From an optimization exercise on the open Yosys and OpenROAD flow, aimed at small area; shortcuts taken in it are not production practice.
In this exercise RTL edits were held to simulation tests only and were not proved equivalent to the original.

## the baseline
==> flow/design.v <==
package pooling_pkg;
  typedef enum logic [2:0] {
    IDLE  = 3'd0,    
    ACC   = 3'd1,    
    FLUSH = 3'd2,    
    ROT   = 3'd3,    
    OUT   = 3'd4     
  } state_t;
endpackage
module pool_divider (
  input  logic       clk,
  input  logic [4:0] len,       
  input  logic [4:0] j,         
  input  logic       div_a,     
  input  logic       tap_a,     
  output logic       out_a,     
  output logic       inc_b      
);
  logic [3:0] rem_q, rem_in, rem_d;
  logic [4:0] t, p_q;
  logic [5:0] diff;
  logic       qa, q19_q;
  always_comb begin
    rem_in = (j == 5'd0) ? 4'd0 : rem_q;
    t      = {rem_in, tap_a};
    diff   = {1'b0, t} - {1'b0, len};
    qa     = !diff[5];
    rem_d  = qa ? diff[3:0] : t[3:0];
    out_a  = div_a ? qa : tap_a;
    inc_b  = !q19_q && (rem_q != 4'd0) && (j >= p_q);
  end
  always_ff @(posedge clk) begin
    if (div_a) begin
      rem_q <= rem_d;
      if (j == 5'd4) q19_q <= qa;
      if (!qa) p_q <= j;
    end
  end
endmodule
module pool_fa (
  input  logic a, b, c,
  output logic s, co
);
  assign s  = a ^ b ^ c;
  assign co = (a & b) | (c & (a ^ b));
endmodule
module pool_ha (
  input  logic a, b,
  output logic s, co
);
  assign s  = a ^ b;
  assign co = a & b;
endmodule
module pool_aoi222 (
  input  logic a1, b1, a2, b2, a3, b3,
  output logic y
);
  assign y = ~((a1 & b1) | (a2 & b2) | (a3 & b3));
endmodule
module pool_oai21 (
  input  logic a1, a2, b1,
  output logic y
);
  assign y = ~((a1 | a2) & b1);
endmodule
module pool_nand2 (
  input  logic a, b,
  output logic y
);
  assign y = ~(a & b);
endmodule
module pool_inv (
  input  logic a,
  output logic y
);
  assign y = ~a;
endmodule
module pool_and2 (
  input  logic a, b,
  output logic y
);
  assign y = a & b;
endmodule
module pool_nor2 (
  input  logic a, b,
  output logic y
);
  assign y = ~(a | b);
endmodule
module pool_xor2 (
  input  logic a, b,
  output logic y
);
  assign y = a ^ b;
endmodule
module pooling_unit #(
  parameter  int IL       = 4,
  parameter  int FL       = 16,
  parameter  int CHANNELS = 4,
  parameter  int MAX_LEN  = 16,
  localparam int LEN_W    = $clog2(MAX_LEN + 1),
  localparam int DW       = IL + FL
) (
  input  logic                   clk,
  input  logic                   rst,
  input  logic                   start,
  input  logic                   mode,
  input  logic [LEN_W-1:0]       len_cfg,
  input  logic [CHANNELS*DW-1:0] in_data,
  input  logic                   in_valid,
  output logic                   in_ready,
  output logic [CHANNELS*DW-1:0] out_data,
  output logic                   out_valid,
  input  logic                   out_ready,
  output logic                   busy
);
  localparam int AW = 24;
  localparam int CW = 11;          
  pooling_pkg::state_t state_q;
  logic          mode_q;           
  logic [4:0]    len_q;
  logic [4:0]    j_q;              
  logic [3:0]    k_q;              
  logic [AW-1:0] p_q [4];
  logic [3:0]    c1_q;             
  logic [4:0]    len_c, j_inc;
  logic          beat, first, last_beat, shift, clr, flush, lane_end;
  logic          s_sum_lo, s_sum_hi;
  logic [3:0]    s_u;
  logic          div_a, act_b, out_a, inc_b, tail;
  assign len_c = (len_cfg > 5'd16) ? 5'd16 : len_cfg;
  assign in_ready  = (state_q == pooling_pkg::ACC);
  assign out_valid = (state_q == pooling_pkg::OUT);
  assign busy      = (state_q != pooling_pkg::IDLE);
  assign j_inc     = j_q + 5'd1;
  assign beat      = (state_q == pooling_pkg::ACC) && in_valid;
  assign first     = (j_q == 5'd0);
  assign last_beat = beat && (j_inc == len_q);
  assign flush     = (state_q == pooling_pkg::FLUSH);
  assign shift     = (state_q == pooling_pkg::ROT);
  assign clr       = (state_q == pooling_pkg::IDLE);
  assign lane_end  = (j_q == 5'd23);
  assign s_sum_lo  = beat && !mode_q;
  assign s_sum_hi  = s_sum_lo || flush;
  assign div_a = !mode_q && (k_q[0] == k_q[2]) && !k_q[3];
  assign act_b = k_q[3] || (k_q[0] && !k_q[2]) || (!k_q[0] && k_q[1] && k_q[2]);
  pool_divider u_div (
    .clk   (clk),
    .len   (len_q),
    .j     (j_q),
    .div_a (div_a),
    .tap_a (p_q[2][AW-1]),
    .out_a (out_a),
    .inc_b (inc_b)
  );
  assign tail = p_q[3][AW-1] ^ (act_b && ((mode_q || inc_b) ^ (j_q == 5'd4)));
  for (genvar g = 0; g < 4; g++) begin : g_lane
    localparam int IN_LANE = (g + 1) % 4;
    logic [DW-1:0]    x;           
    logic [DW-1:0]    u;           
    logic [DW:0]      cy;
    logic [AW-1:0]    sum;
    logic [AW-1:DW]   cu;
    logic [AW-1:0]    prev, d, y;
    logic             cl, ch, eq_h, take, ns_u, s_hold_lo, s_hold_hi;
    assign x = in_data[IN_LANE*DW +: DW];
    assign u[CW-1:0] = x[CW-1:0];
    for (genvar b = CW; b < DW - 1; b++) begin : g_gate
      pool_and2 u_and (.a(x[b]), .b(!flush), .y(u[b]));
    end
    pool_nor2 u_nor19 (.a(x[DW-1]), .b(flush), .y(u[DW-1]));
    assign cy[0]  = 1'b0;
    assign cy[CW] = c1_q[g];
    for (genvar b = 0; b < DW; b++) begin : g_add
      if (b == 0) begin : g_ha0
        pool_ha u_ha (.a(p_q[g][b]), .b(u[b]), .s(sum[b]), .co(cy[b+1]));
      end else if (b == CW - 1) begin : g_fa_top
        pool_fa u_fa (.a(p_q[g][b]), .b(u[b]), .c(cy[b]), .s(sum[b]), .co(cl));
      end else begin : g_fa
        pool_fa u_fa (.a(p_q[g][b]), .b(u[b]), .c(cy[b]), .s(sum[b]), .co(cy[b+1]));
      end
    end
    assign ch = cy[DW];
    assign cu[DW] = ch;
    for (genvar b = DW; b < AW - 1; b++) begin : g_inc
      pool_ha u_ha (.a(p_q[g][b]), .b(cu[b]), .s(sum[b]), .co(cu[b+1]));
    end
    pool_xor2 u_x23 (.a(p_q[g][AW-1]), .b(cu[AW-1]), .y(sum[AW-1]));
    assign eq_h = &sum[DW-1:CW];
    assign take = first || ch || (eq_h && cl);
    assign s_u[g]    = beat && mode_q && take;
    assign ns_u      = !s_u[g];
    assign s_hold_lo = !clr && !shift && !s_sum_lo && !s_u[g];
    assign s_hold_hi = !clr && !shift && !s_sum_hi && !s_u[g];
    if (g == 0) begin : g_first
      assign prev = {p_q[g][AW-2:0], tail};
    end else if (g == 3) begin : g_head
      assign prev = {p_q[g][AW-2:0], out_a};
    end else begin : g_mid
      assign prev = {p_q[g][AW-2:0], p_q[g-1][AW-1]};
    end
    for (genvar b = 0; b < AW; b++) begin : g_mux
      if (b < CW) begin : g_lo
        pool_aoi222 u_aoi (.a1(s_hold_lo), .b1(p_q[g][b]), .a2(s_sum_lo), .b2(sum[b]),
                           .a3(shift), .b3(prev[b]), .y(y[b]));
      end else begin : g_hi
        pool_aoi222 u_aoi (.a1(s_hold_hi), .b1(p_q[g][b]), .a2(s_sum_hi), .b2(sum[b]),
                           .a3(shift), .b3(prev[b]), .y(y[b]));
      end
      if (b < DW - 1) begin : g_o
        pool_oai21 u_oai (.a1(ns_u), .a2(x[b]), .b1(y[b]), .y(d[b]));
      end else if (b == DW - 1) begin : g_n
        logic t;
        pool_nand2 u_n0 (.a(s_u[g]), .b(x[b]), .y(t));
        pool_nand2 u_n1 (.a(y[b]), .b(t), .y(d[b]));
      end else begin : g_i
        pool_inv u_i (.a(y[b]), .y(d[b]));
      end
    end
    always_ff @(posedge clk) begin
      p_q[g] <= d;
      if (clr || flush) c1_q[g] <= 1'b0;
      else if (s_sum_lo) c1_q[g] <= cl;
    end
    assign out_data[g*DW +: DW] = p_q[g][DW-1:0];
  end
  always_ff @(posedge clk) begin
    if (rst) begin
      state_q <= pooling_pkg::IDLE;
    end else begin
      case (state_q)
        pooling_pkg::IDLE:  if (start) state_q <= (len_c == 5'd0) ? pooling_pkg::OUT : pooling_pkg::ACC;
        pooling_pkg::ACC:   if (last_beat) state_q <= pooling_pkg::FLUSH;
        pooling_pkg::FLUSH: state_q <= pooling_pkg::ROT;
        pooling_pkg::ROT:   if (lane_end && k_q[3]) state_q <= pooling_pkg::OUT;
        pooling_pkg::OUT:   if (out_ready) state_q <= pooling_pkg::IDLE;
        default:            state_q <= pooling_pkg::IDLE;
      endcase
    end
  end
  always_ff @(posedge clk) begin
    if (clr) begin
      mode_q <= mode;
      len_q  <= len_c;
      j_q    <= 5'd0;
    end else if (beat || shift) begin
      j_q <= (last_beat || lane_end) ? 5'd0 : j_inc;
    end
    if (flush) k_q <= 4'd0;
    else if (lane_end) k_q <= k_q + 4'd1;
  end
endmodule
clock: 6.0 ns
lec_check: 0
cap_margin: 20
core_margin: 2
core_utilization: 40
cts_buf_list: sky130_fd_sc_hd__clkbuf_8
cts_cluster_size: 40
slew_margin: 20
synth_hierarchical: 1
synth_minimum_keep_size: 0
standard.sh (not shown) runs the stock make flow with config.mk's settings and CLKGATE_MAP_FILE= SYNTH_SCRIPT=/design/flow/synth_recipe.tcl, a recipe that flattens the netlist after the stock synthesis.
==> flow/flow/run.sh <==
#!/bin/bash
# Layout flow: the standard ORFS flow (standard.sh, unchanged synthesis
# and steps), with settings of ORFS's own scripts:
#  * the port buffers that global placement inserts are the smallest buffer
#    cell, sky130_fd_sc_hd__buf_1, instead of the default pick (every input
#    and output port still gets its buffer);
#  * clock tree synthesis clusters the flip-flops under small clkbuf_4
#    sink buffers, with a clkbuf_8 root, and adds no dummy loads.
set -o pipefail
export BUFFER_PORTS_ARGS="-buffer_cell sky130_fd_sc_hd__buf_1"
export CTS_ARGS="-sink_clustering_enable -repair_clock_nets -root_buf sky130_fd_sc_hd__clkbuf_8 -buf_list {sky130_fd_sc_hd__clkbuf_4 sky130_fd_sc_hd__clkbuf_8} -sink_clustering_buffer sky130_fd_sc_hd__clkbuf_4 -sink_clustering_size 12 -dont_use_dummy_load"
bash standard.sh > standard.log 2>&1
Every stage of the flow completed for the baseline, and the final layout passed the timing, DRC and antenna checks.
For the candidate, these inputs were changed with respect to the baseline:
--- a/flow/design.v
+++ b/flow/design.v
@@ -1,12 +1,12 @@
 package pooling_pkg;
   typedef enum logic [2:0] {
-    IDLE  = 3'd0,    
-    ACC   = 3'd1,    
-    FLUSH = 3'd2,    
-    ROT   = 3'd3,    
-    OUT   = 3'd4     
+    IDLE  = 3'b000,  
+    ACC   = 3'b001,  
+    FLUSH = 3'b101,  
+    ROT   = 3'b010,  
+    OUT   = 3'b100   
   } state_t;
 endpackage
 module pool_divider (
   input  logic       clk,
   input  logic [4:0] len,       
@@ -127,20 +127,20 @@
   logic          beat, first, last_beat, shift, clr, flush, lane_end;
   logic          s_sum_lo, s_sum_hi;
   logic [3:0]    s_u;
   logic          div_a, act_b, out_a, inc_b, tail;
   assign len_c = (len_cfg > 5'd16) ? 5'd16 : len_cfg;
-  assign in_ready  = (state_q == pooling_pkg::ACC);
-  assign out_valid = (state_q == pooling_pkg::OUT);
-  assign busy      = (state_q != pooling_pkg::IDLE);
+  assign in_ready  = state_q[0] && !state_q[2];
+  assign out_valid = state_q[2] && !state_q[0];
+  assign busy      = |state_q;
   assign j_inc     = j_q + 5'd1;
-  assign beat      = (state_q == pooling_pkg::ACC) && in_valid;
+  assign beat      = in_ready && in_valid;
   assign first     = (j_q == 5'd0);
   assign last_beat = beat && (j_inc == len_q);
-  assign flush     = (state_q == pooling_pkg::FLUSH);
-  assign shift     = (state_q == pooling_pkg::ROT);
-  assign clr       = (state_q == pooling_pkg::IDLE);
+  assign flush     = state_q[2] && state_q[0];
+  assign shift     = state_q[1];
+  assign clr       = !busy;
   assign lane_end  = (j_q == 5'd23);
   assign s_sum_lo  = beat && !mode_q;
   assign s_sum_hi  = s_sum_lo || flush;
   assign div_a = !mode_q && (k_q[0] == k_q[2]) && !k_q[3];
   assign act_b = k_q[3] || (k_q[0] && !k_q[2]) || (!k_q[0] && k_q[1] && k_q[2]);
@@ -160,11 +160,11 @@
     logic [DW-1:0]    u;           
     logic [DW:0]      cy;
     logic [AW-1:0]    sum;
     logic [AW-1:DW]   cu;
     logic [AW-1:0]    prev, d, y;
-    logic             cl, ch, eq_h, take, ns_u, s_hold_lo, s_hold_hi;
+    logic             cl, ch, eq_h, take, ns_u, s_hold_lo, s_hold_hi, s_hold_up;
     assign x = in_data[IN_LANE*DW +: DW];
     assign u[CW-1:0] = x[CW-1:0];
     for (genvar b = CW; b < DW - 1; b++) begin : g_gate
       pool_and2 u_and (.a(x[b]), .b(!flush), .y(u[b]));
     end
@@ -190,10 +190,11 @@
     assign take = first || ch || (eq_h && cl);
     assign s_u[g]    = beat && mode_q && take;
     assign ns_u      = !s_u[g];
     assign s_hold_lo = !clr && !shift && !s_sum_lo && !s_u[g];
     assign s_hold_hi = !clr && !shift && !s_sum_hi && !s_u[g];
+    assign s_hold_up = !clr && !shift && !s_sum_hi;
     if (g == 0) begin : g_first
       assign prev = {p_q[g][AW-2:0], tail};
     end else if (g == 3) begin : g_head
       assign prev = {p_q[g][AW-2:0], out_a};
     end else begin : g_mid
@@ -201,12 +202,15 @@
     end
     for (genvar b = 0; b < AW; b++) begin : g_mux
       if (b < CW) begin : g_lo
         pool_aoi222 u_aoi (.a1(s_hold_lo), .b1(p_q[g][b]), .a2(s_sum_lo), .b2(sum[b]),
                            .a3(shift), .b3(prev[b]), .y(y[b]));
-      end else begin : g_hi
+      end else if (b < DW) begin : g_hi
         pool_aoi222 u_aoi (.a1(s_hold_hi), .b1(p_q[g][b]), .a2(s_sum_hi), .b2(sum[b]),
+                           .a3(shift), .b3(prev[b]), .y(y[b]));
+      end else begin : g_up
+        pool_aoi222 u_aoi (.a1(s_hold_up), .b1(p_q[g][b]), .a2(s_sum_hi), .b2(sum[b]),
                            .a3(shift), .b3(prev[b]), .y(y[b]));
       end
       if (b < DW - 1) begin : g_o
         pool_oai21 u_oai (.a1(ns_u), .a2(x[b]), .b1(y[b]), .y(d[b]));
       end else if (b == DW - 1) begin : g_n
--- outcome ---
- Diff the candidate..the baseline | total congestion overflow | unchanged
- Re sum of negative setup slack: no difference whatsoever between the baseline and the candidate.
- From the candidate to the baseline, clock tree buffer count of the final layout did not move at all.
- Relative to the baseline, proportion of layout cells with a drive suffix above 1 has increased by 1.3 points in the candidate.
- Taking the baseline as the reference, in the candidate total placed instance area comparable; routed wire length fell by 1.0%.

-- separate check: timing with driven ports --
The flow's constraints put no driver on any port. The routed layouts listed below were extracted and timed again, unchanged, in two steps.
Step 1 assumes that a clkbuf_16 drives the clock port and a buf_2 every other input.
Step 2, shift: input delay + t, output delay - t, t = (earliest + latest rising clock arrival at the registers) / 2. This alone moves slack from input paths to output paths.
Three values: ideal, step 1, step 2; two values: the first two.
run | shift t [ns] | setup slack, ns | worst setup path at the end | worst slew at a driven data input, ns
the baseline | 0.461 | 0.143 / 0.143 / -0.317 | input to register | 0.06
the candidate | 0.472 | 0.197 / 0.206 / -0.266 | input to register | 0.06
Met with ideal ports but missed after step 2: setup timing in the baseline and the candidate. For the candidate, which loses most, drivers alone change the setup slack by +0.009 ns; drivers and shift together by -0.463 ns.
